Context: an optimization exercise on an open-source flow, tuned for small area. The choices shown serve that exercise and are no tape-out recipe. Only simulation tests tie the RTL to the original design; equivalence was not proved. No activity file was given, so power comes from the tool's default toggle rates.

===== flow/flow/run.sh =====
#!/bin/bash
# Standard layout, with the smallest buffer on every port and a clock tree of few, large clusters.
set -euo pipefail
bash standard.sh 'BUFFER_PORTS_ARGS=-buffer_cell sky130_fd_sc_hd__buf_1' \
  'CTS_ARGS=-sink_clustering_enable -repair_clock_nets -dont_use_dummy_load -buf_list sky130_fd_sc_hd__clkbuf_16 -sink_clustering_size 24 -sink_clustering_max_diameter 120' \
  finish > make_finish.log 2>&1

===== flow/standard.sh =====
#!/bin/bash
# synth_recipe.tcl (not shown) runs the flow's synth.tcl, then flattens the netlist and writes it again
# the make line also repeats each setting of config.mk as NAME=value (left out here)
make -C /OpenROAD-flow-scripts/flow DESIGN_CONFIG=/design/flow/config.mk WORK_HOME=/design/flow/orfs CLKGATE_MAP_FILE= SYNTH_SCRIPT=/design/flow/synth_recipe.tcl "${@:-finish}"

===== flow/config.mk =====
export PLATFORM = sky130hd
export DESIGN_NAME = decode_stage
export DESIGN_NICKNAME = decode_stage
export VERILOG_FILES = /design/flow/design.v
export SDC_FILE = /design/flow/constraint.sdc
export NUM_CORES = 4
export LEC_CHECK = 0
export CAP_MARGIN = 20
export CORE_MARGIN = 2
export CORE_UTILIZATION = 30
export PLACE_DENSITY = 0.5
export SLEW_MARGIN = 20
export SYNTH_HIERARCHICAL = 1

===== flow/constraint.sdc =====
create_clock -name core_clock -period 7.0 [get_ports {clock}]
set_input_delay 1.4000 -clock core_clock [delete_from_list [all_inputs] [get_ports {clock}]]
set_output_delay 1.4000 -clock core_clock [all_outputs]
set_load 0.01 [all_outputs]

===== flow/design.v =====
package mips_isa_pkg;
    localparam int IMM_W       = 16;                 
    localparam int INDEX_W     = 26;                 
    localparam int PC_REGION_W = 32 - INDEX_W - 2;  
    typedef logic [32-1:0]       word_t;
    typedef logic [5-1:0] reg_addr_t;
    typedef logic [5:0]             opcode_t;
    typedef logic [5:0]             funct_t;
    typedef logic [4:0]             shamt_t;
    typedef logic [IMM_W-1:0]       imm16_t;
    typedef logic [INDEX_W-1:0]     index_t;
    typedef struct packed {
        opcode_t   opcode;
        reg_addr_t rs;
        reg_addr_t rt;
        reg_addr_t rd;
        shamt_t    shamt;
        funct_t    funct;
    } r_fmt_t;
    typedef struct packed {
        opcode_t   opcode;
        reg_addr_t rs;
        reg_addr_t rt;
        imm16_t    imm;
    } i_fmt_t;
    typedef struct packed {
        opcode_t opcode;
        index_t  index;
    } j_fmt_t;
    localparam opcode_t OPC_RTYPE = 6'b000000;
    localparam opcode_t OPC_J     = 6'b000010;
    localparam opcode_t OPC_JAL   = 6'b000011;
    localparam opcode_t OPC_BEQ   = 6'b000100;
    localparam opcode_t OPC_BNE   = 6'b000101;
    localparam opcode_t OPC_ADDI  = 6'b001000;
    localparam opcode_t OPC_ADDIU = 6'b001001;
    localparam opcode_t OPC_SLTI  = 6'b001010;
    localparam opcode_t OPC_SLTIU = 6'b001011;
    localparam opcode_t OPC_ANDI  = 6'b001100;
    localparam opcode_t OPC_ORI   = 6'b001101;
    localparam opcode_t OPC_XORI  = 6'b001110;
    localparam opcode_t OPC_LUI   = 6'b001111;
    localparam opcode_t OPC_LW    = 6'b100011;
    localparam opcode_t OPC_SW    = 6'b101011;
    localparam logic [3:0] FUNCT_SHIFT_GRP = 4'b0000;  
    localparam logic [2:0] FUNCT_JUMP_GRP  = 3'b001;   
endpackage
package decode_pkg;
    typedef logic [2:0] command_t;
    typedef logic [5:0] control_t;
    typedef logic [2:0] imm_kind_t;
    typedef logic [1:0] target_kind_t;
    typedef logic [1:0] dest_kind_t;
    localparam command_t CMD_NONE        = 3'd0;
    localparam command_t CMD_ALU         = 3'd1;
    localparam command_t CMD_JUMP_BRANCH = 3'd2;
    localparam command_t CMD_LOAD        = 3'd3;
    localparam command_t CMD_STORE       = 3'd7;
    localparam control_t CTRL_NONE = 6'b000000;
    localparam control_t CTRL_ADD  = 6'b100000;
    localparam control_t CTRL_AND  = 6'b100100;
    localparam control_t CTRL_OR   = 6'b100101;
    localparam control_t CTRL_XOR  = 6'b100110;
    localparam control_t CTRL_SLT  = 6'b101010;
    localparam control_t CTRL_LUI  = 6'b111111;
    localparam control_t CTRL_BEQ  = 6'd1;
    localparam control_t CTRL_BNE  = 6'd2;
    localparam control_t CTRL_J    = 6'd3;
    localparam control_t CTRL_JAL  = 6'd4;
    localparam imm_kind_t IMM_NONE    = 3'd0;
    localparam imm_kind_t IMM_SHAMT   = 3'd1;  
    localparam imm_kind_t IMM_SEXT16  = 3'd2;
    localparam imm_kind_t IMM_ZEXT16  = 3'd3;
    localparam imm_kind_t IMM_UPPER16 = 3'd4;  
    localparam imm_kind_t IMM_LINK    = 3'd5;  
    localparam target_kind_t TGT_NONE   = 2'd0;
    localparam target_kind_t TGT_NEXT   = 2'd1;
    localparam target_kind_t TGT_BRANCH = 2'd2;
    localparam target_kind_t TGT_JUMP   = 2'd3;
    localparam dest_kind_t DEST_NONE = 2'd0;
    localparam dest_kind_t DEST_RD   = 2'd1;
    localparam dest_kind_t DEST_RT   = 2'd2;
endpackage
import mips_isa_pkg::*;
module decode_stage_reg (
    input  logic                           clock,
    input  logic                           reset,
    input  logic                           clear,
    input  logic                           stall,
    input  logic [4*32-1:0] instructions,
    input  logic [4*32-1:0] pcs,
    output logic [4*32-1:0] slot_words,
    output logic [4*32-1:0] slot_pcs
);
    localparam int W = 4 * 32;
    logic hold, load;
    assign hold = !reset && stall;
    assign load = !reset && !stall && !clear;
    logic [W-1:0] words_next, pcs_next;
    for (genvar i = 0; i < W; i++) begin : g_next
        ao22 word_i (.a1(hold), .a2(slot_words[i]), .b1(load), .b2(instructions[i]), .x(words_next[i]));
        ao22 pc_i   (.a1(hold), .a2(slot_pcs[i]),   .b1(load), .b2(pcs[i]),          .x(pcs_next[i]));
    end
    always_ff @(posedge clock) begin
        slot_words <= words_next;
        slot_pcs   <= pcs_next;
    end
endmodule
module ao22 (
    input  logic a1,
    input  logic a2,
    input  logic b1,
    input  logic b2,
    output logic x
);
    assign x = (a1 & a2) | (b1 & b2);
endmodule
module ao221 (
    input  logic a1,
    input  logic a2,
    input  logic b1,
    input  logic b2,
    input  logic c1,
    output logic x
);
    assign x = (a1 & a2) | (b1 & b2) | c1;
endmodule
module ao222 (
    input  logic a1,
    input  logic a2,
    input  logic b1,
    input  logic b2,
    input  logic c1,
    input  logic c2,
    output logic x
);
    assign x = (a1 & a2) | (b1 & b2) | (c1 & c2);
endmodule
module and2 (
    input  logic a,
    input  logic b,
    output logic x
);
    assign x = a & b;
endmodule
module or2 (
    input  logic a,
    input  logic b,
    output logic x
);
    assign x = a | b;
endmodule
module xor2 (
    input  logic a,
    input  logic b,
    output logic x
);
    assign x = a ^ b;
endmodule
module xnor2 (
    input  logic a,
    input  logic b,
    output logic x
);
    assign x = !(a ^ b);
endmodule
module nand2 (
    input  logic a,
    input  logic b,
    output logic y
);
    assign y = !(a & b);
endmodule
module nand2b (
    input  logic a_n,
    input  logic b,
    output logic y
);
    assign y = a_n | !b;
endmodule
module nor2 (
    input  logic a,
    input  logic b,
    output logic y
);
    assign y = !(a | b);
endmodule
module ao21 (
    input  logic a1,
    input  logic a2,
    input  logic b1,
    output logic x
);
    assign x = (a1 & a2) | b1;
endmodule
module ha (
    input  logic a,
    input  logic b,
    output logic s,
    output logic co
);
    assign s  = a ^ b;
    assign co = a & b;
endmodule
module fa (
    input  logic a,
    input  logic b,
    input  logic c,
    output logic s,
    output logic co
);
    assign s  = a ^ b ^ c;
    assign co = (a & b) | (a & c) | (b & c);
endmodule
import mips_isa_pkg::*;
import decode_pkg::*;
module slot_decoder (
    input  mips_isa_pkg::word_t  word,
    output decode_pkg::command_t command,
    output decode_pkg::control_t control_signal,
    output logic                 sel_imm,
    output logic                 is_branch,    
    output logic                 rs_used,      
    output logic                 rt_used,      
    output logic                 rd_from_rd,   
    output logic                 rd_from_rt,   
    output logic                 imm_shamt,    
    output logic                 imm_low,      
    output logic                 imm_upper,    
    output logic                 imm_sign,     
    output logic                 imm_link,     
    output logic                 tgt_sum,      
    output logic                 tgt_jump      
);
    logic [5:0] op;
    logic [5:0] f;
    assign op = word[31:26];
    assign f  = word[5:0];
    logic n54, op_lo, n3lo, is_rtype, is_ialu, o32, is_jump, is_jal, n42, is_mem, is_sw;
    logic nlui, is_lui, n31, rtype_or_branch, ialu_or_mem;
    nor2  n54_i   (.a(op[5]), .b(op[4]), .y(n54));                        
    or3   oplo_i  (.a(op[2]), .b(op[1]), .c(op[0]), .x(op_lo));           
    nor2  n3lo_i  (.a(op[3]), .b(op_lo), .y(n3lo));                       
    and2  rtype_i (.a(n54), .b(n3lo), .x(is_rtype));                      
    and2  ialu_i  (.a(n54), .b(op[3]), .x(is_ialu));                      
    or2   o32_i   (.a(op[3]), .b(op[2]), .x(o32));
    and3b jump_i  (.a_n(o32), .b(n54), .c(op[1]), .x(is_jump));           
    and2  jal_i   (.a(is_jump), .b(op[0]), .x(is_jal));                   
    nor2  n42_i   (.a(op[4]), .b(op[2]), .y(n42));
    and4  mem_i   (.a(op[5]), .b(n42), .c(op[1]), .d(op[0]), .x(is_mem));  
    and2  sw_i    (.a(is_mem), .b(op[3]), .x(is_sw));                     
    nand3 nlui_i  (.a(op[2]), .b(op[1]), .c(op[0]), .y(nlui));
    and4  lui_i   (.a(is_ialu), .b(op[2]), .c(op[1]), .d(op[0]), .x(is_lui));
    nor2  n31_i   (.a(op[3]), .b(op[1]), .y(n31));
    and3  br_i    (.a(n54), .b(op[2]), .c(n31), .x(is_branch));           
    or2   rb_i    (.a(is_rtype), .b(is_branch), .x(rtype_or_branch));
    or2   im_i    (.a(is_ialu), .b(is_mem), .x(ialu_or_mem));
    logic nf54, nf32, rjump, nrd;
    nor2  nf54_i  (.a(f[5]), .b(f[4]), .y(nf54));
    nor2  nf32_i  (.a(f[3]), .b(f[2]), .y(nf32));
    and3  rjump_i (.a(is_rtype), .b(nf54), .c(f[3]), .x(rjump));          
    nor2  nrd_i   (.a(is_rtype), .b(ialu_or_mem), .y(nrd));
    nor2  cmd0_i  (.a(nrd), .b(rjump), .y(command[0]));
    or4   cmd1_i  (.a(rjump), .b(is_branch), .c(is_jump), .d(is_mem), .x(command[1]));
    assign command[2] = is_sw;
    logic ctl3_i_term, nbj, beq_or_j, ctl0_i_term, nop0_13, j_only, bne_or_j;
    ao21  ctl5_i  (.a1(is_rtype), .a2(f[5]), .b1(is_ialu), .x(control_signal[5]));
    ao21  ctl4_i  (.a1(is_rtype), .a2(f[4]), .b1(is_lui), .x(control_signal[4]));
    and3b ctl3t_i (.a_n(op[2]), .b(is_ialu), .c(op[1]), .x(ctl3_i_term));  
    ao211 ctl3_i  (.a1(is_rtype), .a2(f[3]), .b1(ctl3_i_term), .c1(is_lui), .x(control_signal[3]));
    ao221 ctl2_i  (.a1(is_rtype), .a2(f[2]), .b1(is_ialu), .b2(op[2]), .c1(is_jal), .x(control_signal[2]));
    nor2  nop0_i  (.a(op[0]), .b(o32), .y(nop0_13));                      
    and3  jonly_i (.a(n54), .b(op[1]), .c(nop0_13), .x(j_only));          
    ao21  bnej_i  (.a1(is_branch), .a2(op[0]), .b1(j_only), .x(bne_or_j));
    ao221 ctl1_i  (.a1(is_rtype), .a2(f[1]), .b1(is_ialu), .b2(op[1]), .c1(bne_or_j), .x(control_signal[1]));
    nor2  nbj_i   (.a(is_branch), .b(is_jump), .y(nbj));
    nor2  beqj_i  (.a(op[0]), .b(nbj), .y(beq_or_j));                     
    and3  ctl0t_i (.a(is_ialu), .b(op[2]), .c(op[0]), .x(ctl0_i_term));   
    ao211 ctl0_i  (.a1(is_rtype), .a2(f[0]), .b1(ctl0_i_term), .c1(beq_or_j), .x(control_signal[0]));
    ao311 sel_i   (.a1(is_rtype), .a2(nf54), .a3(nf32), .b1(ialu_or_mem), .c1(is_jal), .x(sel_imm));
    logic n20;
    or2   rs_i    (.a(rtype_or_branch), .b(ialu_or_mem), .x(rs_used));
    assign rt_used    = rtype_or_branch;
    assign rd_from_rd = is_rtype;
    assign rd_from_rt = ialu_or_mem;
    assign imm_shamt  = is_rtype;
    ao21  low_i   (.a1(is_ialu), .a2(nlui), .b1(is_mem), .x(imm_low));
    assign imm_upper  = is_lui;
    nor2  n20_i   (.a(op[2]), .b(op[0]), .y(n20));                        
    ao32  sign_i  (.a1(is_ialu), .a2(n20), .a3(word[15]), .b1(is_mem), .b2(word[15]), .x(imm_sign));
    assign imm_link   = is_jal;
    assign tgt_sum    = rtype_or_branch;
    assign tgt_jump   = is_jump;
endmodule
module and3b (
    input  logic a_n,
    input  logic b,
    input  logic c,
    output logic x
);
    assign x = !a_n & b & c;
endmodule
module and3 (
    input  logic a,
    input  logic b,
    input  logic c,
    output logic x
);
    assign x = a & b & c;
endmodule
module and4 (
    input  logic a,
    input  logic b,
    input  logic c,
    input  logic d,
    output logic x
);
    assign x = a & b & c & d;
endmodule
module or3 (
    input  logic a,
    input  logic b,
    input  logic c,
    output logic x
);
    assign x = a | b | c;
endmodule
module or4 (
    input  logic a,
    input  logic b,
    input  logic c,
    input  logic d,
    output logic x
);
    assign x = a | b | c | d;
endmodule
module nand3 (
    input  logic a,
    input  logic b,
    input  logic c,
    output logic y
);
    assign y = !(a & b & c);
endmodule
module ao211 (
    input  logic a1,
    input  logic a2,
    input  logic b1,
    input  logic c1,
    output logic x
);
    assign x = (a1 & a2) | b1 | c1;
endmodule
module ao32 (
    input  logic a1,
    input  logic a2,
    input  logic a3,
    input  logic b1,
    input  logic b2,
    output logic x
);
    assign x = (a1 & a2 & a3) | (b1 & b2);
endmodule
module ao311 (
    input  logic a1,
    input  logic a2,
    input  logic a3,
    input  logic b1,
    input  logic c1,
    output logic x
);
    assign x = (a1 & a2 & a3) | b1 | c1;
endmodule
import mips_isa_pkg::*;
import decode_pkg::*;
module operand_former (
    input  mips_isa_pkg::word_t      word,
    input  mips_isa_pkg::word_t      pc,
    input  logic                     is_branch,
    input  logic                     rs_used,
    input  logic                     rt_used,
    input  logic                     rd_from_rd,
    input  logic                     rd_from_rt,
    input  logic                     imm_shamt,
    input  logic                     imm_low,
    input  logic                     imm_upper,
    input  logic                     imm_sign,
    input  logic                     imm_link,
    input  logic                     tgt_sum,
    input  logic                     tgt_jump,
    output mips_isa_pkg::reg_addr_t  rd,
    output mips_isa_pkg::reg_addr_t  rs,
    output mips_isa_pkg::reg_addr_t  rt,
    output mips_isa_pkg::word_t      imm,
    output mips_isa_pkg::word_t      target_pc
);
    mips_isa_pkg::word_t next_pc;
    pc_adder adder_i (
        .a         (pc[31:2]),
        .w         (word[15:0]),
        .is_branch (is_branch),
        .sum       (next_pc[31:2])
    );
    assign next_pc[1:0] = pc[1:0];
    for (genvar k = 0; k < 5; k++) begin : g_reg
        and2 rs_i (.a(rs_used), .b(word[21+k]), .x(rs[k]));
        and2 rt_i (.a(rt_used), .b(word[16+k]), .x(rt[k]));
        ao22 rd_i (.a1(rd_from_rd), .a2(word[11+k]), .b1(rd_from_rt), .b2(word[16+k]), .x(rd[k]));
    end
    for (genvar k = 0; k < 5; k++) begin : g_imm_shamt
        ao222 imm_i (.a1(imm_shamt), .a2(word[6+k]), .b1(imm_low), .b2(word[k]),
                     .c1(imm_link), .c2(next_pc[k]), .x(imm[k]));
    end
    for (genvar k = 5; k < 16; k++) begin : g_imm_low
        ao22 imm_i (.a1(imm_low), .a2(word[k]), .b1(imm_link), .b2(next_pc[k]), .x(imm[k]));
    end
    for (genvar k = 16; k < 32; k++) begin : g_imm_high
        ao221 imm_i (.a1(imm_upper), .a2(word[k-16]), .b1(imm_link), .b2(next_pc[k]),
                     .c1(imm_sign), .x(imm[k]));
    end
    for (genvar k = 0; k < 2; k++) begin : g_tgt_align
        and2 tgt_i (.a(tgt_sum), .b(pc[k]), .x(target_pc[k]));
    end
    for (genvar k = 2; k < 28; k++) begin : g_tgt_index
        ao22 tgt_i (.a1(tgt_sum), .a2(next_pc[k]), .b1(tgt_jump), .b2(word[k-2]), .x(target_pc[k]));
    end
    for (genvar k = 28; k < 32; k++) begin : g_tgt_region
        ao22 tgt_i (.a1(tgt_sum), .a2(next_pc[k]), .b1(tgt_jump), .b2(pc[k]), .x(target_pc[k]));
    end
endmodule
module pc_adder (
    input  logic [29:0] a,
    input  logic [15:0] w,
    input  logic        is_branch,
    output logic [29:0] sum
);
    logic [15:0] b;   
    logic [16:0] c;   
    logic [15:0] t;   
    logic [16:0] k;   
    logic [16:0] ones;  
    logic [15:0] n;   
    for (genvar i = 0; i < 16; i++) begin : g_gate
        and2 b_i (.a(is_branch), .b(w[i]), .x(b[i]));
    end
    xnor2 s0_i (.a(a[0]), .b(b[0]), .x(sum[0]));
    or2   c1_i (.a(a[0]), .b(b[0]), .x(c[1]));
    for (genvar i = 1; i < 6; i++) begin : g_ripple
        fa fa_i (.a(a[i]), .b(b[i]), .c(c[i]), .s(sum[i]), .co(c[i+1]));
    end
    for (genvar blk = 0; blk < 2; blk++) begin : g_blk
        localparam int S = 6 + 5 * blk;
        ha ha_i (.a(a[S]), .b(b[S]), .s(t[S]), .co(k[S+1]));
        xor2 s_i (.a(t[S]), .b(c[S]), .x(sum[S]));
        assign ones[S+1] = t[S];
        for (genvar i = S + 1; i < S + 5; i++) begin : g_bit
            fa    fa_i   (.a(a[i]), .b(b[i]), .c(k[i]), .s(t[i]), .co(k[i+1]));
            and2  ones_i (.a(ones[i]), .b(t[i]), .x(ones[i+1]));
            nand2 n_i    (.a(c[S]), .b(ones[i]), .y(n[i]));
            xnor2 s_i    (.a(t[i]), .b(n[i]), .x(sum[i]));
        end
        ao21 c_i (.a1(ones[S+5]), .a2(c[S]), .b1(k[S+5]), .x(c[S+5]));
    end
    logic         x16;
    logic [28:16] e;
    logic [29:17] run;   
    logic [29:17] nflip;
    xor2 x16_i (.a(c[16]), .b(b[15]), .x(x16));
    xor2 s16_i (.a(a[16]), .b(x16), .x(sum[16]));
    for (genvar i = 16; i < 29; i++) begin : g_e
        xor2 e_i (.a(a[i]), .b(b[15]), .x(e[i]));
    end
    assign run[17] = e[16];
    for (genvar i = 18; i < 30; i++) begin : g_run
        and2 run_i (.a(run[i-1]), .b(e[i-1]), .x(run[i]));
    end
    for (genvar i = 17; i < 30; i++) begin : g_high
        nand2 nflip_i (.a(x16), .b(run[i]), .y(nflip[i]));
        xnor2 sum_i   (.a(a[i]), .b(nflip[i]), .x(sum[i]));
    end
endmodule
import mips_isa_pkg::*;
import decode_pkg::*;
module decode_stage (
    input  logic                                 clock,
    input  logic                                 reset,
    input  logic                                 clear,
    input  logic                                 stall,
    input  logic [4*32-1:0]       instructions,
    input  logic [4*32-1:0]       pcs,
    output logic [4*5-1:0] rd,
    output logic [4*5-1:0] rs,
    output logic [4*5-1:0] rt,
    output logic [4*3-1:0]           command,
    output logic [4*6-1:0]           control_signal,
    output logic [4-1:0]             sel_imm,
    output logic [4*32-1:0]       imm,
    output logic [4*32-1:0]       target_pc,
    output logic [4*32-1:0]       out_pcs
);
    logic [4*32-1:0] slot_words;
    logic [4*32-1:0] slot_pcs;
    decode_stage_reg stage_reg_i (
        .clock        (clock),
        .reset        (reset),
        .clear        (clear),
        .stall        (stall),
        .instructions (instructions),
        .pcs          (pcs),
        .slot_words   (slot_words),
        .slot_pcs     (slot_pcs)
    );
    for (genvar i = 0; i < 4; i++) begin : g_slot
        logic is_branch, rs_used, rt_used, rd_from_rd, rd_from_rt;
        logic imm_shamt, imm_low, imm_upper, imm_sign, imm_link, tgt_sum, tgt_jump;
        slot_decoder decoder_i (
            .word           (slot_words[i*32 +: 32]),
            .is_branch      (is_branch),
            .command        (command[i*3 +: 3]),
            .control_signal (control_signal[i*6 +: 6]),
            .sel_imm        (sel_imm[i]),
            .rs_used        (rs_used),
            .rt_used        (rt_used),
            .rd_from_rd     (rd_from_rd),
            .rd_from_rt     (rd_from_rt),
            .imm_shamt      (imm_shamt),
            .imm_low        (imm_low),
            .imm_upper      (imm_upper),
            .imm_sign       (imm_sign),
            .imm_link       (imm_link),
            .tgt_sum        (tgt_sum),
            .tgt_jump       (tgt_jump)
        );
        operand_former former_i (
            .word       (slot_words[i*32 +: 32]),
            .pc         (slot_pcs[i*32 +: 32]),
            .is_branch  (is_branch),
            .rs_used    (rs_used),
            .rt_used    (rt_used),
            .rd_from_rd (rd_from_rd),
            .rd_from_rt (rd_from_rt),
            .imm_shamt  (imm_shamt),
            .imm_low    (imm_low),
            .imm_upper  (imm_upper),
            .imm_sign   (imm_sign),
            .imm_link   (imm_link),
            .tgt_sum    (tgt_sum),
            .tgt_jump   (tgt_jump),
            .rd         (rd[i*5 +: 5]),
            .rs         (rs[i*5 +: 5]),
            .rt         (rt[i*5 +: 5]),
            .imm        (imm[i*32 +: 32]),
            .target_pc  (target_pc[i*32 +: 32])
        );
        assign out_pcs[i*32 +: 32] = slot_pcs[i*32 +: 32];
    end
endmodule

==> results by group, run 1 <==
Status
  – Status: complete, no violations

Pwr
  – Relative contribution of combinational cells to total power: 19.3%
  – Leak Pwr: 8.14 nW
  – NetSw: 1.01 mW
  – Power per standard cell area: 160 nW/um^2
  – Net Sw Frac: 32.4%
  – Clk network pwr share: 28.7%
  – Design internal power: 2.10 mW
  – Post-layout power: 3.11 mW
  – Reg power frac: 52.0%
  – Largest vdd supply drop: 0.166 mV

Timing
  – Final slew viol count: 0
  – Highest Clock Rate: 147 MHz
  – Setup Viol. Count Final: 0
  – Slew at the pin closest to its max-slew limit: 1060 ps
  – Setup tns final: 0 ps
  – Unrepaired setup endpoints after global routing: false
  – Normalized max-slew margin: 29.6%
  – Final Cycle Share: 96.9%
  – Number of failing hold endpoints at the final stage: 0
  – Worst clock skew: 0 ps
  – Final critical-path required period: 6780 ps

Cells and area
  – Area occupied by multi-input gates: 9950 sq um
  – Fillers: 5309
  – Register Area: 5130 sq um
  – Post-route cell area: 19400 sq um
  – Filler-free cell count of the finished design: 2944
  – Top library cells by usage in the layout, fill and taps aside: sky130_fd_sc_hd__buf_1, sky130_fd_sc_hd__a22o_1, sky130_fd_sc_hd__dfxtp_1
  – Commonest non-fill, non-tap cell in the layout: sky130_fd_sc_hd__buf_1
  – Area overhead of the layout relative to synthesis: 28.1%
  – Number of nets in the final layout: 2578
  – Proportion of layout cells with a drive suffix above 1: 2.62%

CTS
  – Maximum count of clock buffers along a single path: 3
  – Deepest level of the CTS H-tree: 1
  – CTS sink count: 256
  – Clock tree from TritonCTS: yes
  – CTS Buf Count: 14
  – Clock latency on the worst-skew pair: 510 ps
  – Clock slew at the register clock pins of the worst setup and hold paths: 110 ps
  – Cell at the root of the clock tree: sky130_fd_sc_hd__clkbuf_16

Floorplanning
  – DIE AREA: 52300 sq um
  – Core ar.: 50100 sq um
  – Effective utilization at floorplan: 30.3%
  – Top-level I/O count: 744
  – Die boundary height: 229 microns
  – Std cell rows: 82
  – Overall die width: 229 microns

Synthesis
  – Mean area per synthesized cell: 10.2 sq um
  – Synthesized cell area: 15200 sq um
  – Instance count of the mapped netlist: 1482
  – Register area share after synthesis: 33.8%
  – Total of warnings raised by yosys: 7
  – Synthesized netlist net count: 1802
  – Total of flip-flops plus latches after synthesis: 256
  – Netlist cell types: 26

GRT
  – Via count of the first global-routing pass: 15800
  – Total global-route track usage: 26.4%
  – Number of antenna violations at the first check in global routing: 18
  – Global-route wire length before repair: 107 mm
  – Final global-route overflow total: 0
  – Maximum number of pins on one net before global-route repair: 201

Critical path
  – Critical path arrival: 5380 ps
  – Classification of the worst setup path: reg -> out
  – Top fanout value on the critical path: 19
  – Kind of launch point of the worst setup path: register
  – Critical path capture point type: output port
  – Critical Path RT: 5600 ps

Detailed routing
  – Count of routing violations after the opening detailed-route iteration: 1380
  – Vias post-DR: 16400
  – Post-DRT Antenna Nets: 0
  – Via density per instance: 5.59
  – Count of unresolved DRC violations after routing: 0
  – Count of TritonRoute iterations in the first routing pass: 6
  – Final routed wirelength across all metal layers: 74.1 mm
  – Avg WL per Cell: 25.2 microns

Placement
  – Number of cells in the design after placement: 2914
  – Final GP Congestion: 1.00
  – HPWL after detailed placement: 55.8 mm
  – IO Port Bufs: 743
  – Placed cell area: 19000 sq um

Worst hold path
  – Worst hold-check path type: reg -> reg

Flow run
  – Number of violations of the max-capacitance limit: 0
through the flow:
step	util, %	worst slack, ps	hold slack [ps]
floorplan	-	152	465
global placement	37.9	630	490
detailed placement	37.9	605	494
CTS	38.6	14.1	519
global route	38.8	13.9	538
finish	38.8	217	516
final cells by class:
cell class	instances	share of cell area, %
multi-input cells	1194	51.2
flip-flops and latches	256	26.4
repair buffers	772	15.6
well taps	672	4.33
clock buffers	14	1.80
inverters	20	0.387
diodes	16	0.206
critical path, stage by stage, from the launching register on:
cell,delay [ps]
sky130_fd_sc_hd__dfxtp_2,430
sky130_fd_sc_hd__nor2_1,60
sky130_fd_sc_hd__and3_1,190
sky130_fd_sc_hd__buf_4,190
sky130_fd_sc_hd__and2_1,200
sky130_fd_sc_hd__fa_1,420
sky130_fd_sc_hd__fa_1,410
sky130_fd_sc_hd__fa_1,400
sky130_fd_sc_hd__fa_1,400
sky130_fd_sc_hd__fa_1,500
sky130_fd_sc_hd__a21o_1,270
sky130_fd_sc_hd__a21o_1,190
sky130_fd_sc_hd__xor2_1,170
sky130_fd_sc_hd__buf_4,220
sky130_fd_sc_hd__nand2_1,110
sky130_fd_sc_hd__xnor2_2,320
sky130_fd_sc_hd__a221o_1,210
sky130_fd_sc_hd__buf_1,150
sequential cells by signal (all words and copies together), names as in the netlist:
register and flops:
stage_reg_i.slot_words 128, stage_reg_i.slot_pcs 128
layer usage:
layer	track usage, %	vias up	part of all wire [%]
li1	-	7358	-
met2	45.4	790	49
met5	0	-	0.051
met3	4.34	108	6.9
met4	7.81	6	2.5
met1	33.9	8182	42
worst paths after layout:
check	start	to	slack, ps	cells after the start
worst max-delay path	stage_reg_i.slot_words[27]$_DFF_P_	imm[24]	220	17
worst min-delay path	stage_reg_i.slot_words[86]$_DFF_P_	stage_reg_i.slot_words[86]$_DFF_P_	520	1
worst max register to register	stage_reg_i.slot_words[15]$_DFF_P_	stage_reg_i.slot_words[15]$_DFF_P_	6120	1
worst min register to register	stage_reg_i.slot_words[86]$_DFF_P_	stage_reg_i.slot_words[86]$_DFF_P_	520	1
repair_timing:
| item | CTS | global route |
|---|---|---|
| hold buffers | 0 | 0 |
| setup endpoints to repair | 0 | 69 |
| buffers inserted | 0 | 0 |
| resized for setup | 0 | 14 |
cell families (layout without fill, tap and decap cells):
group | Yosys count | in the layout | share of synthesized area (%)
buffers and inverters | 32 | 806 | 1.09
other | 0 | 16 | 0
AND/OR/NAND/NOR | 406 | 406 | 14.9
flip-flops | 256 | 256 | 33.8
adder cells (fa/ha/maj) | 60 | 60 | 7.53
AO/OA/AOI/OAI | 572 | 572 | 33.7
XOR/XNOR | 156 | 156 | 9.01
power by group through the flow:
stage	clock network (mW)	registers [mW]	logic, mW
after floorplan	0	1.62	0.328
after global placement	0	1.65	0.592
after detailed placement	0	1.65	0.592
after CTS	0.924	1.61	0.595
after global routing	0.964	1.63	0.641
final	0.891	1.62	0.601
Yosys stat by module, one instance, submodules excluded, a selection:
| module | flip-flops and latches | cells inside | area (sq um) | times used |
|---|---|---|---|---|
| and2 | 0 | 1 | 6.26 | 208 |
| ao21 | 0 | 1 | 7.51 | 24 |
| ao22 | 0 | 1 | 8.76 | 440 |
| ao221 | 0 | 1 | 10.0 | 72 |
| ao222 | 0 | 2 | 13.8 | 20 |
| ao311 | 0 | 1 | 10.0 | 4 |
| ao32 | 0 | 1 | 10.0 | 4 |
| or3 | 0 | 1 | 6.26 | 4 |
| or4 | 0 | 1 | 7.51 | 4 |
synth_stat cells:
cell type,instances,area share (%)
sky130_fd_sc_hd__nor2b_2,1,0.058
sky130_fd_sc_hd__nor3_2,1,0.066
sky130_fd_sc_hd__nor2_1,48,1.2
sky130_fd_sc_hd__nand2_1,84,2.1
sky130_fd_sc_hd__and3_1,16,0.66
sky130_fd_sc_hd__buf_4,12,0.59
sky130_fd_sc_hd__and2_1,208,8.6
sky130_fd_sc_hd__dfxtp_1,256,34
sky130_fd_sc_hd__xnor2_1,88,5.1
sky130_fd_sc_hd__nand3_1,4,0.13
sky130_fd_sc_hd__a211o_1,8,0.46
sky130_fd_sc_hd__or3_1,4,0.17
sky130_fd_sc_hd__or2_1,20,0.83
sky130_fd_sc_hd__a21o_1,24,1.2
sky130_fd_sc_hd__a22o_1,440,25
sky130_fd_sc_hd__a221o_1,72,4.8
sky130_fd_sc_hd__or4_1,4,0.20
sky130_fd_sc_hd__a222oi_1,20,1.3
sky130_fd_sc_hd__a32o_1,4,0.26
sky130_fd_sc_hd__inv_1,20,0.50
sky130_fd_sc_hd__a311o_1,4,0.26
sky130_fd_sc_hd__fa_1,52,6.9
sky130_fd_sc_hd__and4_1,8,0.46
sky130_fd_sc_hd__and3b_1,8,0.46
sky130_fd_sc_hd__ha_1,8,0.66
sky130_fd_sc_hd__xor2_1,68,3.9
==> run 2: changes to the inputs <==
==> flow/flow/run.sh (replaced) <==
#!/bin/bash
# Standard layout, with the smallest buffer on every port and a clock tree of few, large clusters.
set -euo pipefail
bash standard.sh 'BUFFER_PORTS_ARGS=-buffer_cell sky130_fd_sc_hd__buf_1' \
  'CTS_ARGS=-sink_clustering_enable -repair_clock_nets -dont_use_dummy_load -buf_list sky130_fd_sc_hd__clkbuf_8 -sink_clustering_size 16 -sink_clustering_max_diameter 80' \
  finish > make_finish.log 2>&1
==> run 2 against run 1 <==
Still clean on timing, DRC and antenna. Die area did not move. Clock-buffer cell count rose by 10. Sequential share of layout area barely moved. Worst setup slack gained 33 ps. Largest cell class unchanged.
==> results by group, run 2 <==
Critical path
  – Critical path arrival: 5350 ps (was 5380 ps)
  – Minimum setup slack among reg-to-reg paths: 6100 ps (was 6120 ps)
  – Kind of launch point of the worst setup path: register (unchanged)
  – Crit path max-delay cell type: sky130_fd_sc_hd__fa_2 (was sky130_fd_sc_hd__fa_1)
  – Classification of the worst setup path: reg -> out (unchanged)
  – Sequence of cells on the critical path: nor2_1, and3_1, and2_1, or2_1, fa_1, fa_1, fa_1, fa_1, fa_2, a21o_1, a21o_1, xor2_1, buf_4, nand2_1, xnor2_2, a221o_1, buf_1 (was nor2_1, and3_1, buf_4, and2_1, fa_1, fa_1, fa_1, fa_1, fa_1, a21o_1, a21o_1, xor2_1, buf_4, nand2_1, xnor2_2, a221o_1, buf_1)
  – Critical Path RT: 5600 ps (about the same)
  – Critical path capture point type: output port (unchanged)
  – Cell mode on critical path: sky130_fd_sc_hd__fa_1 (unchanged)
  – Length in cells of the worst reg-to-reg path: 1 (unchanged)
  – Startpoint of the lowest-slack register-to-register path: stage_reg_i.slot_words[40]$_DFF_P_ (was stage_reg_i.slot_words[15]$_DFF_P_)
  – Buf+Inv Stages, Crit Path: 2 (was 3)
  – RR Endpoint: stage_reg_i.slot_words[40]$_DFF_P_ (was stage_reg_i.slot_words[15]$_DFF_P_)
  – Category of cells accounting for the largest share of critical-path delay: adder cells (unchanged)
  – Worst stage delay on the critical path: 430 ps (was 500 ps)
  – Top fanout value on the critical path: 14 (was 19)

GRT
  – Number of antenna violations at the first check in global routing: 19 (was 18)
  – Via count of the first global-routing pass: 16000 (was 15800)
  – Total global-route track usage: 26.5% (was 26.4%)
  – Global-route wire length before repair: 107 mm (about the same)
  – Maximum number of pins on one net before global-route repair: 201 (unchanged)
  – Final global-route overflow total: 0 (unchanged)

Detailed routing
  – Avg WL per Cell: 25.2 microns (about the same)
  – Count of routing violations after the opening detailed-route iteration: 1351 (was 1380)
  – Via density per instance: 5.63 (was 5.59)
  – Post-DRT Antenna Nets: 0 (unchanged)
  – Count of unresolved DRC violations after routing: 0 (unchanged)
  – Vias post-DR: 16700 (was 16400)
  – Count of TritonRoute iterations in the first routing pass: 5 (was 6)
  – Final routed wirelength across all metal layers: 74.4 mm (was 74.1 mm)

Synthesis
  – Synth top area share: 33.8% (unchanged)
  – Dominant cell type by area after synthesis: sky130_fd_sc_hd__dfxtp_1 (unchanged)
  – Instance count of the mapped netlist: 1482 (unchanged)
  – Synthesized netlist net count: 1802 (unchanged)
  – Most frequent cell after synthesis: sky130_fd_sc_hd__a22o_1 (unchanged)
  – Netlist cell types: 26 (unchanged)
  – Top cells by instance count after synthesis: sky130_fd_sc_hd__a22o_1, sky130_fd_sc_hd__dfxtp_1, sky130_fd_sc_hd__and2_1 (unchanged)
  – Top_reg_cell synth: sky130_fd_sc_hd__dfxtp_1 (unchanged)
  – Total of flip-flops plus latches after synthesis: 256 (unchanged)
  – Mean area per synthesized cell: 10.2 sq um (unchanged)
  – Adder and majority gate portion of the synthesized area: 7.53% (unchanged)
  – Complex-gate fraction of the synthesized area: 33.7% (unchanged)
  – Number of synthesized flops with an enable pin: 0 (unchanged)
  – Leading cell types by total area after synthesis: sky130_fd_sc_hd__dfxtp_1, sky130_fd_sc_hd__a22o_1, sky130_fd_sc_hd__and2_1, sky130_fd_sc_hd__fa_1, sky130_fd_sc_hd__xnor2_1 (unchanged)
  – Register area share after synthesis: 33.8% (unchanged)
  – Async set-or-reset flop fraction in the synthesized netlist: 0% (unchanged)
  – Synthesized cell area: 15200 sq um (unchanged)
  – Post-synthesis simple-gate area fraction: 14.9% (unchanged)
  – Total of warnings raised by yosys: 7 (unchanged)
  – Fraction of synthesized area in multiplexers: 0% (unchanged)
  – XOR/XNOR share of the synthesized area: 9.01% (unchanged)
  – Main combinational cell family by area after synthesis: compound AO/OA/AOI/OAI gates (unchanged)

Floorplanning
  – Effective utilization at floorplan: 30.3% (unchanged)
  – Overall die width: 229 microns (unchanged)
  – Top-level I/O count: 744 (unchanged)
  – Die boundary height: 229 microns (unchanged)
  – DIE AREA: 52300 sq um (unchanged)
  – Std cell rows: 82 (unchanged)
  – Core ar.: 50100 sq um (unchanged)

Placement
  – Final GP Congestion: 1.00 (unchanged)
  – IO Port Bufs: 743 (unchanged)
  – Placed cell area: 19000 sq um (unchanged)
  – HPWL after detailed placement: 55.8 mm (unchanged)
  – Minimum setup slack after placement: 605 ps (unchanged)

Worst hold path
  – Instance count along the most critical hold path: 1 (unchanged)
  – Worst hold-check path type: reg -> reg (unchanged)
  – Capture endpoint of the worst hold path: stage_reg_i.slot_words[31]$_DFF_P_ (was stage_reg_i.slot_words[86]$_DFF_P_)
  – Startpoint of the worst hold path: stage_reg_i.slot_words[31]$_DFF_P_ (was stage_reg_i.slot_words[86]$_DFF_P_)

CTS
  – Maximum count of clock buffers along a single path: 3 (unchanged)
  – Clock latency on the worst-skew pair: 600 ps (was 510 ps)
  – Clock slew at the register clock pins of the worst setup and hold paths: 100 ps (was 110 ps)
  – CTS sink count: 256 (unchanged)
  – Deepest level of the CTS H-tree: 1 (unchanged)
  – Clock tree from TritonCTS: yes (unchanged)
  – Buffers inserted during post-CTS setup optimization: 0 (unchanged)
  – Cell at the root of the clock tree: sky130_fd_sc_hd__clkbuf_8 (was sky130_fd_sc_hd__clkbuf_16)
  – CTS Buf Count: 24 (was 14)

Cells and area
  – Fillers: 5314 (was 5309)
  – Number of nets in the final layout: 2588 (was 2578)
  – Area occupied by multi-input gates: 9960 sq um (was 9950 sq um)
  – Post-route cell area: 19400 sq um (about the same)
  – Core occupancy in the finished layout: 38.8% (about the same)
  – Biggest regs: stage_reg_i.slot_pcs x128, stage_reg_i.slot_words x128 (unchanged)
  – Proportion of layout cells with a drive suffix above 1: 3.31% (was 2.62%)
  – Top library cells by usage in the layout, fill and taps aside: sky130_fd_sc_hd__buf_1, sky130_fd_sc_hd__a22o_1, sky130_fd_sc_hd__dfxtp_1 (unchanged)
  – Commonest non-fill, non-tap cell in the layout: sky130_fd_sc_hd__buf_1 (unchanged)
  – Area overhead of the layout relative to synthesis: 28.1% (about the same)
  – Register Area: 5130 sq um (about the same)

Pwr
  – Largest vdd supply drop: 0.118 mV (was 0.166 mV)
  – Leak Pwr: 8.15 nW (was 8.14 nW)
  – Power per standard cell area: 158 nW/um^2 (was 160 nW/um^2)

Timing
  – Setup Viol. Count Final: 0 (unchanged)
  – Normalized max-slew margin: 31.0% (was 29.6%)
  – Number of failing hold endpoints at the final stage: 0 (unchanged)
  – Final Cycle Share: 96.4% (was 96.9%)
  – Worst clock skew: 0 ps (unchanged)
  – Setup ws final: 250 ps (was 217 ps)
  – Final critical-path required period: 6750 ps (was 6780 ps)
  – Highest Clock Rate: 148 MHz (was 147 MHz)
  – Slew at the pin closest to its max-slew limit: 1040 ps (was 1060 ps)
  – Worst slack on hold paths: 508 ps (was 516 ps)
  – Unrepaired setup endpoints after global routing: false (unchanged)
  – Final slew viol count: 0 (unchanged)
  – Setup tns final: 0 ps (unchanged)

Status
  – Status: complete, no violations (unchanged)

Flow run
  – Number of violations of the max-capacitance limit: 0 (unchanged)
run 2: where the power goes:
part           leakage, nW  internal, mW  switching, mW
Combinational         5.88         0.224          0.377
Sequential            2.09          1.51          0.103
Clock                0.173         0.306          0.546
Total                 8.15          2.04           1.03
run 2: per-stage QoR:
stage / power, mW / std cells
after global placement: 2.24 / 2914
after floorplan: 1.95 / 1482
after detailed placement: 2.24 / 2914
after CTS: 3.10 / 2938
final: 3.07 / 2957
after global routing: 3.21 / 2951
run 2: what timing repair did:
action,in CTS,in global routing
gates resized for setup,5,16
setup endpoints to repair,8,96
hold buffers,0,0
pin swaps,0,3
run 2: cell families after synthesis:
family | count (synthesis)
compound gates | 572
simple gates | 406
flops | 256
xor+xnor | 156
fa+ha+maj | 60
buf+inv | 32
run 2: how the worst max path moves through the flow:
stage	start	to	slack [ps]	depth (start not counted)
2_1_floorplan	stall	stage_reg_i.slot_pcs[0]$_DFF_P_	150	2
3_3_place_gp	stage_reg_i.slot_words[123]$_DFF_P_	imm[122]	630	17
3_5_place_dp	stage_reg_i.slot_words[27]$_DFF_P_	imm[24]	600	17
4_1_cts	stage_reg_i.slot_words[91]$_DFF_P_	imm[84]	10	17
5_1_grt	stage_reg_i.slot_words[29]$_DFF_P_	imm[21]	8	17
6_report	stage_reg_i.slot_words[126]$_DFF_P_	imm[122]	250	17
run 2: routing by layer:
metal	track usage [%]	up-vias	part of all wire, %
li1	-	7379	-
met3	4.98	127	7.6
met4	8.08	6	2.8
met1	33.7	8296	41
met5	0	-	0.051
met2	45.5	854	49
run 2: area by class of cell:
cell class | instances | share of cell area (%)
multi-input cells | 1194 | 51.3
flip-flops and latches | 256 | 26.4
repair buffers | 772 | 15.6
well taps | 672 | 4.33
clock buffers | 24 | 1.70
inverters | 20 | 0.386
diodes | 19 | 0.245
run 2: Yosys stat by module, one instance, submodules excluded, excerpt:
module        cells  times used  cell area [sq um]  flip-flops and latches
ao21              1          24               7.51                       0
ao221             1          72               10.0                       0
ao311             1           4               10.0                       0
fa                1          52               20.0                       0
ha                1           8               12.5                       0
nand3             1           4               5.00                       0
slot_decoder      3           4               22.5                       0
xnor2             1          88               8.76                       0
xor2              1          68               8.76                       0
==> run 3: changes to the inputs <==
--- a/flow/flow/run.sh
+++ b/flow/flow/run.sh
@@ -4,3 +4,4 @@
 bash standard.sh 'BUFFER_PORTS_ARGS=-buffer_cell sky130_fd_sc_hd__buf_1' \
   'CTS_ARGS=-sink_clustering_enable -repair_clock_nets -dont_use_dummy_load -buf_list sky130_fd_sc_hd__clkbuf_8 -sink_clustering_size 16 -sink_clustering_max_diameter 80' \
+  SKIP_INCREMENTAL_REPAIR=1 \
   finish > make_finish.log 2>&1
==> run 3 against run 2 <==
The layout now fails its checks (negative setup slack). Worst hold slack improved by 3.4 ps. First-iteration DRC count up 5.8%. Routed wire length is 0.26% lower. Utilization fell by 0.13 points. Non-clock buffer count unchanged. Global-route usage unchanged. Synthesized area unchanged. Cell count unchanged. Worst setup slack lost 260 ps. Combinational power barely moved. Power is 0.12% lower. Critical path type unchanged. Critical endpoint is now imm[84]. Highest routed layer unchanged.
==> results by group, run 3 <==
Timing
  – Setup Viol. Count Final: 2 (was 0)
  – Slew at the pin closest to its max-slew limit: 1210 ps (was 1040 ps)
  – Worst clock skew: 0 ps (unchanged)
  – Highest Clock Rate: 143 MHz (was 148 MHz)
  – Setup ws final: -9.05 ps (was 250 ps)
  – Normalized max-slew margin: 19.4% (was 31.0%)
  – Final slew viol count: 0 (unchanged)
  – Final Cycle Share: 100% (was 96.4%)
  – Final critical-path required period: 7010 ps (was 6750 ps)
  – Number of failing hold endpoints at the final stage: 0 (unchanged)
  – Setup tns final: -13.8 ps (was 0 ps)

Placement
  – Final GP Congestion: 1.00 (unchanged)
  – HPWL after detailed placement: 55.8 mm (unchanged)
  – IO Port Bufs: 743 (unchanged)

Cells and area
  – Biggest regs: stage_reg_i.slot_pcs x128, stage_reg_i.slot_words x128 (unchanged)
  – Top library cells by usage in the layout, fill and taps aside: sky130_fd_sc_hd__buf_1, sky130_fd_sc_hd__a22o_1, sky130_fd_sc_hd__dfxtp_1 (unchanged)
  – Proportion of layout cells with a drive suffix above 1: 2.65% (was 3.31%)
  – Fillers: 5311 (was 5314)
  – Area overhead of the layout relative to synthesis: 27.7% (was 28.1%)
  – Number of nets in the final layout: 2588 (unchanged)
  – Commonest non-fill, non-tap cell in the layout: sky130_fd_sc_hd__buf_1 (unchanged)

Critical path
  – Crit path max-delay cell type: sky130_fd_sc_hd__fa_1 (was sky130_fd_sc_hd__fa_2)
  – RR Endpoint: stage_reg_i.slot_words[15]$_DFF_P_ (was stage_reg_i.slot_words[40]$_DFF_P_)
  – Cell mode on critical path: sky130_fd_sc_hd__fa_1 (unchanged)
  – Classification of the worst setup path: reg -> out (unchanged)
  – Length in cells of the worst reg-to-reg path: 1 (unchanged)
  – Critical path arrival: 5610 ps (was 5350 ps)
  – Minimum setup slack among reg-to-reg paths: 6110 ps (was 6100 ps)
  – Sequence of cells on the critical path: nor2_1, and3_1, and2_1, or2_1, fa_1, fa_1, fa_1, fa_1, fa_1, a21o_1, a21o_1, xor2_1, buf_4, nand2_1, xnor2_1, a221o_1, buf_1 (was nor2_1, and3_1, and2_1, or2_1, fa_1, fa_1, fa_1, fa_1, fa_2, a21o_1, a21o_1, xor2_1, buf_4, nand2_1, xnor2_2, a221o_1, buf_1)
  – Top fanout value on the critical path: 14 (unchanged)
  – Critical Path RT: 5600 ps (about the same)
  – Worst stage delay on the critical path: 520 ps (was 430 ps)
  – Startpoint of the lowest-slack register-to-register path: stage_reg_i.slot_words[15]$_DFF_P_ (was stage_reg_i.slot_words[40]$_DFF_P_)
  – Buf+Inv Stages, Crit Path: 2 (unchanged)
  – Critical path capture point type: output port (unchanged)
  – Kind of launch point of the worst setup path: register (unchanged)
  – Category of cells accounting for the largest share of critical-path delay: adder cells (unchanged)

CTS
  – Hold buffer count at CTS: 0 (unchanged)
  – Maximum count of clock buffers along a single path: 3 (unchanged)
  – Clock latency on the worst-skew pair: 600 ps (about the same)
  – CTS sink count: 256 (unchanged)
  – PostCTS Resize Cnt: 5 (unchanged)
  – CTS Buf Count: 24 (unchanged)
  – Deepest level of the CTS H-tree: 1 (unchanged)
  – Clock slew at the register clock pins of the worst setup and hold paths: 100 ps (about the same)
  – Clock tree from TritonCTS: yes (unchanged)
  – Cell at the root of the clock tree: sky130_fd_sc_hd__clkbuf_8 (unchanged)
  – Buffers inserted during post-CTS setup optimization: 0 (unchanged)

Floorplanning
  – Core ar.: 50100 sq um (unchanged)
  – Overall die width: 229 microns (unchanged)
  – DIE AREA: 52300 sq um (unchanged)
  – Die boundary height: 229 microns (unchanged)
  – Effective utilization at floorplan: 30.3% (unchanged)
  – Top-level I/O count: 744 (unchanged)
  – Std cell rows: 82 (unchanged)

Pwr
  – NetSw: 1.02 mW (was 1.03 mW)
  – Post-layout power: 3.07 mW (about the same)
  – Relative contribution of combinational cells to total power: 19.6% (about the same)
  – Clk network pwr share: 27.7% (about the same)
  – Largest vdd supply drop: 0.119 mV (was 0.118 mV)
  – Net Sw Frac: 33.4% (about the same)
  – Power per standard cell area: 158 nW/um^2 (about the same)
  – Leak Pwr: 8.11 nW (was 8.15 nW)
  – Reg power frac: 52.7% (about the same)
  – Design internal power: 2.04 mW (about the same)

Synthesis
  – Dominant cell type by area after synthesis: sky130_fd_sc_hd__dfxtp_1 (unchanged)
  – Async set-or-reset flop fraction in the synthesized netlist: 0% (unchanged)
  – Top_reg_cell synth: sky130_fd_sc_hd__dfxtp_1 (unchanged)
  – Synth top area share: 33.8% (unchanged)
  – Total of warnings raised by yosys: 7 (unchanged)
  – Netlist cell types: 26 (unchanged)
  – Synthesized netlist net count: 1802 (unchanged)
  – Top cells by instance count after synthesis: sky130_fd_sc_hd__a22o_1, sky130_fd_sc_hd__dfxtp_1, sky130_fd_sc_hd__and2_1 (unchanged)
  – Most frequent cell after synthesis: sky130_fd_sc_hd__a22o_1 (unchanged)
  – Register area share after synthesis: 33.8% (unchanged)
  – Leading cell types by total area after synthesis: sky130_fd_sc_hd__dfxtp_1, sky130_fd_sc_hd__a22o_1, sky130_fd_sc_hd__and2_1, sky130_fd_sc_hd__fa_1, sky130_fd_sc_hd__xnor2_1 (unchanged)
  – Number of synthesized flops with an enable pin: 0 (unchanged)
  – Total of flip-flops plus latches after synthesis: 256 (unchanged)
  – Instance count of the mapped netlist: 1482 (unchanged)
  – Synthesized cell area: 15200 sq um (unchanged)
  – Mean area per synthesized cell: 10.2 sq um (unchanged)

GRT
  – Final global-route overflow total: 0 (unchanged)
  – Maximum number of pins on one net before global-route repair: 201 (unchanged)
  – Global-route wire length before repair: 107 mm (unchanged)
  – Total global-route track usage: 26.5% (unchanged)
  – Via count of the first global-routing pass: 16000 (unchanged)
  – Number of antenna violations at the first check in global routing: 19 (unchanged)

Detailed routing
  – WL met1: 30.3 mm (was 30.5 mm)
  – Via density per instance: 5.62 (was 5.63)
  – Avg WL per Cell: 25.1 microns (was 25.2 microns)
  – Count of TritonRoute iterations in the first routing pass: 6 (was 5)
  – Top sig layer: met5 (unchanged)
  – Final routed wirelength across all metal layers: 74.2 mm (was 74.4 mm)
  – Post-DRT Antenna Nets: 0 (unchanged)
  – Count of routing violations after the opening detailed-route iteration: 1430 (was 1351)
  – DR WL met2: 36.0 mm (was 36.2 mm)
  – Wire length on met3: 5.77 mm (was 5.63 mm)
  – Vias post-DR: 16600 (was 16700)
  – Count of unresolved DRC violations after routing: 0 (unchanged)

Status
  – Status: finished with violations (was complete, no violations)
  – Failed Checks: negative setup slack

Flow run
  – Number of violations of the max-capacitance limit: 0 (unchanged)

Worst hold path
  – Capture endpoint of the worst hold path: stage_reg_i.slot_words[31]$_DFF_P_ (unchanged)
  – Worst hold-check path type: reg -> reg (unchanged)
  – Instance count along the most critical hold path: 1 (unchanged)
  – Startpoint of the worst hold path: stage_reg_i.slot_words[31]$_DFF_P_ (unchanged)
run 3: worst max path at each step:
| stage | slack (ps) | from | to | cells after the start |
|---|---|---|---|---|
| 6_report | -9 | stage_reg_i.slot_words[91]$_DFF_P_ | imm[84] | 17 |
| 5_1_grt | -260 | stage_reg_i.slot_words[59]$_DFF_P_ | imm[60] | 17 |
| 4_1_cts | 10 | stage_reg_i.slot_words[91]$_DFF_P_ | imm[84] | 17 |
| 3_5_place_dp | 600 | stage_reg_i.slot_words[27]$_DFF_P_ | imm[24] | 17 |
| 3_3_place_gp | 630 | stage_reg_i.slot_words[123]$_DFF_P_ | imm[122] | 17 |
| 2_1_floorplan | 150 | stall | stage_reg_i.slot_pcs[0]$_DFF_P_ | 2 |
run 3: layer usage:
metal	global-route usage (%)	vias up
met5	0	-
met2	45.5	854
li1	-	7372
met3	4.98	137
met4	8.08	6
met1	33.7	8259
run 3: Yosys stat by module, one instance, submodules excluded, a selection:
module,flip-flops and latches,copies in the design,cells inside
ao221,0,72,1
and3b,0,8,1
fa,0,52,1
ao222,0,20,2
xor2,0,68,1
ha,0,8,1
ao21,0,24,1
decode_stage_reg,256,1,258
or2,0,20,1
ao32,0,4,1
and2,0,208,1
ao22,0,440,1
slot_decoder,0,4,3
ao311,0,4,1
run 3: layout make-up:
type                    instances  area [sq um]  share of cell area (%)
repair buffers                772          3030                    15.7
inverters                      20          75.1                   0.388
well taps                     672           841                    4.34
flip-flops and latches        256          5130                    26.5
clock buffers                  24           330                    1.71
diodes                         19          47.5                   0.246
multi-input cells            1194          9910                    51.2
run 3: cell families after synthesis:
logic type,count (synthesis),share of synthesized area [%]
AOI/OAI and AO/OA,572,33.7
xor gates and xnor gates,156,9.01
adders and majority gates,60,7.53
buffers and inverters,32,1.09
DFF,256,33.8
and+or+nand+nor,406,14.9
run 3: stage by stage:
| stage | hold WS, ps | std cells | worst slack [ps] | util, % | instance area (sq um) |
|---|---|---|---|---|---|
| detailed placement | 494 | 2914 | 605 | 37.9 | 19000 |
| global placement | 490 | 2914 | 630 | 37.9 | 19000 |
| finish | 512 | 2957 | -9.05 | 38.7 | 19400 |
| global route | 532 | 2951 | -264 | 38.6 | 19300 |
| floorplan | 465 | 1482 | 152 | - | 15200 |
| CTS | 513 | 2938 | 12.8 | 38.6 | 19300 |
run 3: power groups by stage:
stage	clock [mW]	combinational (mW)	sequential [mW]
3_3_place_gp	0	0.592	1.65
2_1_floorplan	0	0.328	1.62
5_1_grt	0.937	0.641	1.63
6_report	0.850	0.600	1.62
4_1_cts	0.886	0.596	1.61
3_5_place_dp	0	0.592	1.65
==> run 4: changes to the inputs <==
--- a/flow/flow/run.sh
+++ b/flow/flow/run.sh
@@ -4,4 +4,4 @@
 bash standard.sh 'BUFFER_PORTS_ARGS=-buffer_cell sky130_fd_sc_hd__buf_1' \
   'CTS_ARGS=-sink_clustering_enable -repair_clock_nets -dont_use_dummy_load -buf_list sky130_fd_sc_hd__clkbuf_8 -sink_clustering_size 16 -sink_clustering_max_diameter 80' \
-  SKIP_INCREMENTAL_REPAIR=1 \
+  SKIP_INCREMENTAL_REPAIR=1 SKIP_CTS_REPAIR_TIMING=1 \
   finish > make_finish.log 2>&1
==> run 4 against run 3 <==
Critical endpoint is now imm[122]. Register-to-register slack is essentially flat. Power barely moved. Critical path type unchanged. Worst setup slack lost 79 ps. Maximum frequency down 1.1%. Still fails the layout checks on negative setup slack.
==> results by group, run 4 <==
GRT
  – Global-route wire length before repair: 107 mm (about the same)
  – Maximum number of pins on one net before global-route repair: 201 (unchanged)
  – Final global-route overflow total: 0 (unchanged)
  – Number of antenna violations at the first check in global routing: 19 (unchanged)
  – Via count of the first global-routing pass: 16000 (unchanged)
  – Total global-route track usage: 26.5% (about the same)

CTS
  – CTS Buf Count: 24 (unchanged)
  – CTS sink count: 256 (unchanged)
  – Clock latency on the worst-skew pair: 600 ps (about the same)
  – Cell at the root of the clock tree: sky130_fd_sc_hd__clkbuf_8 (unchanged)
  – Deepest level of the CTS H-tree: 1 (unchanged)
  – Clock tree from TritonCTS: yes (unchanged)
  – Maximum count of clock buffers along a single path: 3 (unchanged)
  – Clock slew at the register clock pins of the worst setup and hold paths: 100 ps (about the same)

Synthesis
  – Complex-gate fraction of the synthesized area: 33.7% (unchanged)
  – Total of flip-flops plus latches after synthesis: 256 (unchanged)
  – Top cells by instance count after synthesis: sky130_fd_sc_hd__a22o_1, sky130_fd_sc_hd__dfxtp_1, sky130_fd_sc_hd__and2_1 (unchanged)
  – Leading cell types by total area after synthesis: sky130_fd_sc_hd__dfxtp_1, sky130_fd_sc_hd__a22o_1, sky130_fd_sc_hd__and2_1, sky130_fd_sc_hd__fa_1, sky130_fd_sc_hd__xnor2_1 (unchanged)
  – Instance count of the mapped netlist: 1482 (unchanged)
  – Most frequent cell after synthesis: sky130_fd_sc_hd__a22o_1 (unchanged)
  – Netlist cell types: 26 (unchanged)
  – Fraction of synthesized area in multiplexers: 0% (unchanged)
  – Main combinational cell family by area after synthesis: compound AO/OA/AOI/OAI gates (unchanged)
  – Synth top area share: 33.8% (unchanged)
  – Post-synthesis simple-gate area fraction: 14.9% (unchanged)
  – Adder and majority gate portion of the synthesized area: 7.53% (unchanged)
  – Async set-or-reset flop fraction in the synthesized netlist: 0% (unchanged)
  – Dominant cell type by area after synthesis: sky130_fd_sc_hd__dfxtp_1 (unchanged)
  – Register area share after synthesis: 33.8% (unchanged)
  – Total of warnings raised by yosys: 7 (unchanged)
  – XOR/XNOR share of the synthesized area: 9.01% (unchanged)
  – Synthesized netlist net count: 1802 (unchanged)
  – Mean area per synthesized cell: 10.2 sq um (unchanged)
  – Top_reg_cell synth: sky130_fd_sc_hd__dfxtp_1 (unchanged)
  – Number of synthesized flops with an enable pin: 0 (unchanged)
  – Synthesized cell area: 15200 sq um (unchanged)

Detailed routing
  – Count of routing violations after the opening detailed-route iteration: 1437 (was 1430)
  – Count of TritonRoute iterations in the first routing pass: 6 (unchanged)
  – Post-DRT Antenna Nets: 0 (unchanged)
  – Vias post-DR: 16600 (about the same)
  – Final routed wirelength across all metal layers: 74.2 mm (about the same)
  – Via density per instance: 5.60 (was 5.62)
  – Count of unresolved DRC violations after routing: 0 (unchanged)
  – Avg WL per Cell: 25.1 microns (about the same)

Pwr
  – Largest vdd supply drop: 0.119 mV (about the same)
  – Post-layout power: 3.07 mW (about the same)
  – Power per standard cell area: 159 nW/um^2 (was 158 nW/um^2)
  – Leak Pwr: 8.07 nW (was 8.11 nW)

Cells and area
  – Biggest regs: stage_reg_i.slot_pcs x128, stage_reg_i.slot_words x128 (unchanged)
  – Proportion of layout cells with a drive suffix above 1: 2.43% (was 2.65%)
  – Area overhead of the layout relative to synthesis: 27.5% (was 27.7%)
  – Fillers: 5314 (was 5311)
  – Number of nets in the final layout: 2588 (unchanged)
  – Post-route cell area: 19300 sq um (was 19400 sq um)
  – Filler-free cell count of the finished design: 2957 (unchanged)
  – Commonest non-fill, non-tap cell in the layout: sky130_fd_sc_hd__buf_1 (unchanged)
  – Top library cells by usage in the layout, fill and taps aside: sky130_fd_sc_hd__buf_1, sky130_fd_sc_hd__a22o_1, sky130_fd_sc_hd__dfxtp_1 (unchanged)

Critical path
  – Kind of launch point of the worst setup path: register (unchanged)
  – Critical path capture point type: output port (unchanged)
  – Startpoint of the lowest-slack register-to-register path: stage_reg_i.slot_words[40]$_DFF_P_ (was stage_reg_i.slot_words[15]$_DFF_P_)
  – Critical path arrival: 5690 ps (was 5610 ps)
  – Critical Path RT: 5600 ps (about the same)
  – Worst setup path start: stage_reg_i.slot_words[123]$_DFF_P_ (was stage_reg_i.slot_words[91]$_DFF_P_)
  – Classification of the worst setup path: reg -> out (unchanged)
  – Top fanout value on the critical path: 14 (unchanged)

Worst hold path
  – Startpoint of the worst hold path: stage_reg_i.slot_words[31]$_DFF_P_ (unchanged)
  – Worst hold-check path type: reg -> reg (unchanged)

Timing
  – Setup ws final: -87.9 ps (was -9.05 ps)
  – Normalized max-slew margin: 21.0% (was 19.4%)
  – Worst clock skew: 0 ps (unchanged)
  – Setup tns final: -367 ps (was -13.8 ps)
  – Number of failing hold endpoints at the final stage: 0 (unchanged)
  – Worst slack on hold paths: 511 ps (was 512 ps)
  – Final critical-path required period: 7090 ps (was 7010 ps)
  – Highest Clock Rate: 141 MHz (was 143 MHz)
  – Final Cycle Share: 101% (was 100%)
  – Final slew viol count: 0 (unchanged)
  – Slew at the pin closest to its max-slew limit: 1190 ps (was 1210 ps)
  – Setup Viol. Count Final: 8 (was 2)

Status
  – Status: finished with violations (unchanged)
  – Failed Checks: negative setup slack (unchanged)

Floorplanning
  – DIE AREA: 52300 sq um (unchanged)
  – Die boundary height: 229 microns (unchanged)
  – Core ar.: 50100 sq um (unchanged)
  – Std cell rows: 82 (unchanged)
  – Top-level I/O count: 744 (unchanged)
  – Overall die width: 229 microns (unchanged)
  – Effective utilization at floorplan: 30.3% (unchanged)

Flow run
  – Number of violations of the max-capacitance limit: 0 (unchanged)

Placement
  – HPWL after detailed placement: 55.8 mm (unchanged)
  – Final GP Congestion: 1.00 (unchanged)
  – Number of cells in the design after placement: 2914 (unchanged)
  – Placed cell area: 19000 sq um (unchanged)
  – IO Port Bufs: 743 (unchanged)
==> run 4: cell counts after synthesis <==
No cell type changed its count.
==> run 4: worst max-delay path, stage by stage (launching register included) <==
cell,delay [ps]
sky130_fd_sc_hd__dfxtp_1,500
sky130_fd_sc_hd__nor2_1,80
sky130_fd_sc_hd__and3_1,190
sky130_fd_sc_hd__and2_1,180
sky130_fd_sc_hd__or2_1,240
sky130_fd_sc_hd__fa_1,380
sky130_fd_sc_hd__fa_1,390
sky130_fd_sc_hd__fa_1,420
sky130_fd_sc_hd__fa_1,400
sky130_fd_sc_hd__fa_1,510
sky130_fd_sc_hd__a21o_1,270
sky130_fd_sc_hd__a21o_1,180
sky130_fd_sc_hd__xor2_1,130
sky130_fd_sc_hd__buf_4,240
sky130_fd_sc_hd__nand2_1,90
sky130_fd_sc_hd__xnor2_1,420
sky130_fd_sc_hd__a221o_1,270
sky130_fd_sc_hd__buf_1,160
==> run 4: layout make-up <==
cell class | count | area (sq um) | area share, %
diodes | 19 | 47.5 | 0.246
clock buffers | 24 | 330 | 1.71
inverters | 20 | 75.1 | 0.388
multi-input cells | 1194 | 9880 | 51.1
flip-flops and latches | 256 | 5120 | 26.5
well taps | 672 | 841 | 4.35
repair buffers | 772 | 3030 | 15.7
==> run 4: per-layer routing <==
metal  wire length, microns  global-route usage (%)  up-vias
met5                     38                       0        -
met4                   2110                    8.20        6
met3                   5470                    4.89      132
met2                  36000                    45.4      818
met1                  30600                    33.8     8223
li1                       -                       -     7383
==> run 4: modules after synthesis (local to each module, per instance), excerpt <==
module	times used	area, sq um	flip-flops and latches	cells inside
decode_stage_reg	1	5140	256	258
fa	52	20.0	0	1
ao222	20	13.8	0	2
ha	8	12.5	0	1
ao32	4	10.0	0	1
xnor2	88	8.76	0	1
ao211	8	8.76	0	1
and4	8	8.76	0	1
ao22	440	8.76	0	1
ao21	24	7.51	0	1
or4	4	7.51	0	1
or2	20	6.26	0	1
nor2	48	3.75	0	1
==> run 4: metrics by stage <==
stage | utilization, % | setup slack [ps]
after global placement | 37.9 | 630
after floorplan | - | 152
final | 38.6 | -87.9
after CTS | 38.5 | -114
after detailed placement | 37.9 | 605
after global routing | 38.6 | -388
==> run 4: kinds of logic after synthesis <==
family,Yosys count
compound gates,572
xor+xnor,156
flops,256
buf+inv,32
simple gates,406
fa+ha+maj,60
==> run 4: worst paths after layout <==
check,cells after the start,to,slack (ps)
max,17,imm[122],-90
min,1,stage_reg_i.slot_words[31]$_DFF_P_,510
max reg2reg,1,stage_reg_i.slot_words[40]$_DFF_P_,6100
min reg2reg,1,stage_reg_i.slot_words[31]$_DFF_P_,510
==> run 4: power by group <==
| group | switching (mW) | internal [mW] | leakage, nW | total (mW) |
|---|---|---|---|---|
| Sequential | 0.102 | 1.51 | 2.09 | 1.62 |
| Combinational | 0.377 | 0.223 | 5.81 | 0.599 |
| Clock | 0.546 | 0.305 | 0.173 | 0.851 |
| Total | 1.02 | 2.04 | 8.07 | 3.07 |

## port drivers added, routing unchanged
The results above use ideal ports. As a check the final layouts listed here were re-extracted and re-timed, cells and wires unchanged.
Step 1 assumes that a clkbuf_16 drives the clock port and a buf_2 every other input.
Step 2 moves the port delays by t, midway between the first and last clock arrival at a register: inputs arrive t later, outputs are due t later. That takes back most of the time a late clock gives input paths.
Slacks: no drivers / after step 1 / after step 2; pairs: no drivers / after step 1.
run | t, ns | setup slack, ns | worst hold slack (ns) | worst setup path at the end | cell pins on the clock port's net
run 1 | 0.556 | 0.217 / 0.165 / 0.721 | 0.516 / 0.516 / 0.516 | register to output | 1
run 2 | 0.639 | 0.250 / 0.203 / 0.842 | 0.508 / 0.508 / 0.508 | register to output | 1
run 3 | 0.637 | -0.009 / -0.056 / 0.581 | 0.512 / 0.512 / 0.512 | register to output | 1
run 4 | 0.640 | -0.088 / -0.135 / 0.505 | 0.511 / 0.511 / 0.511 | register to output | 1
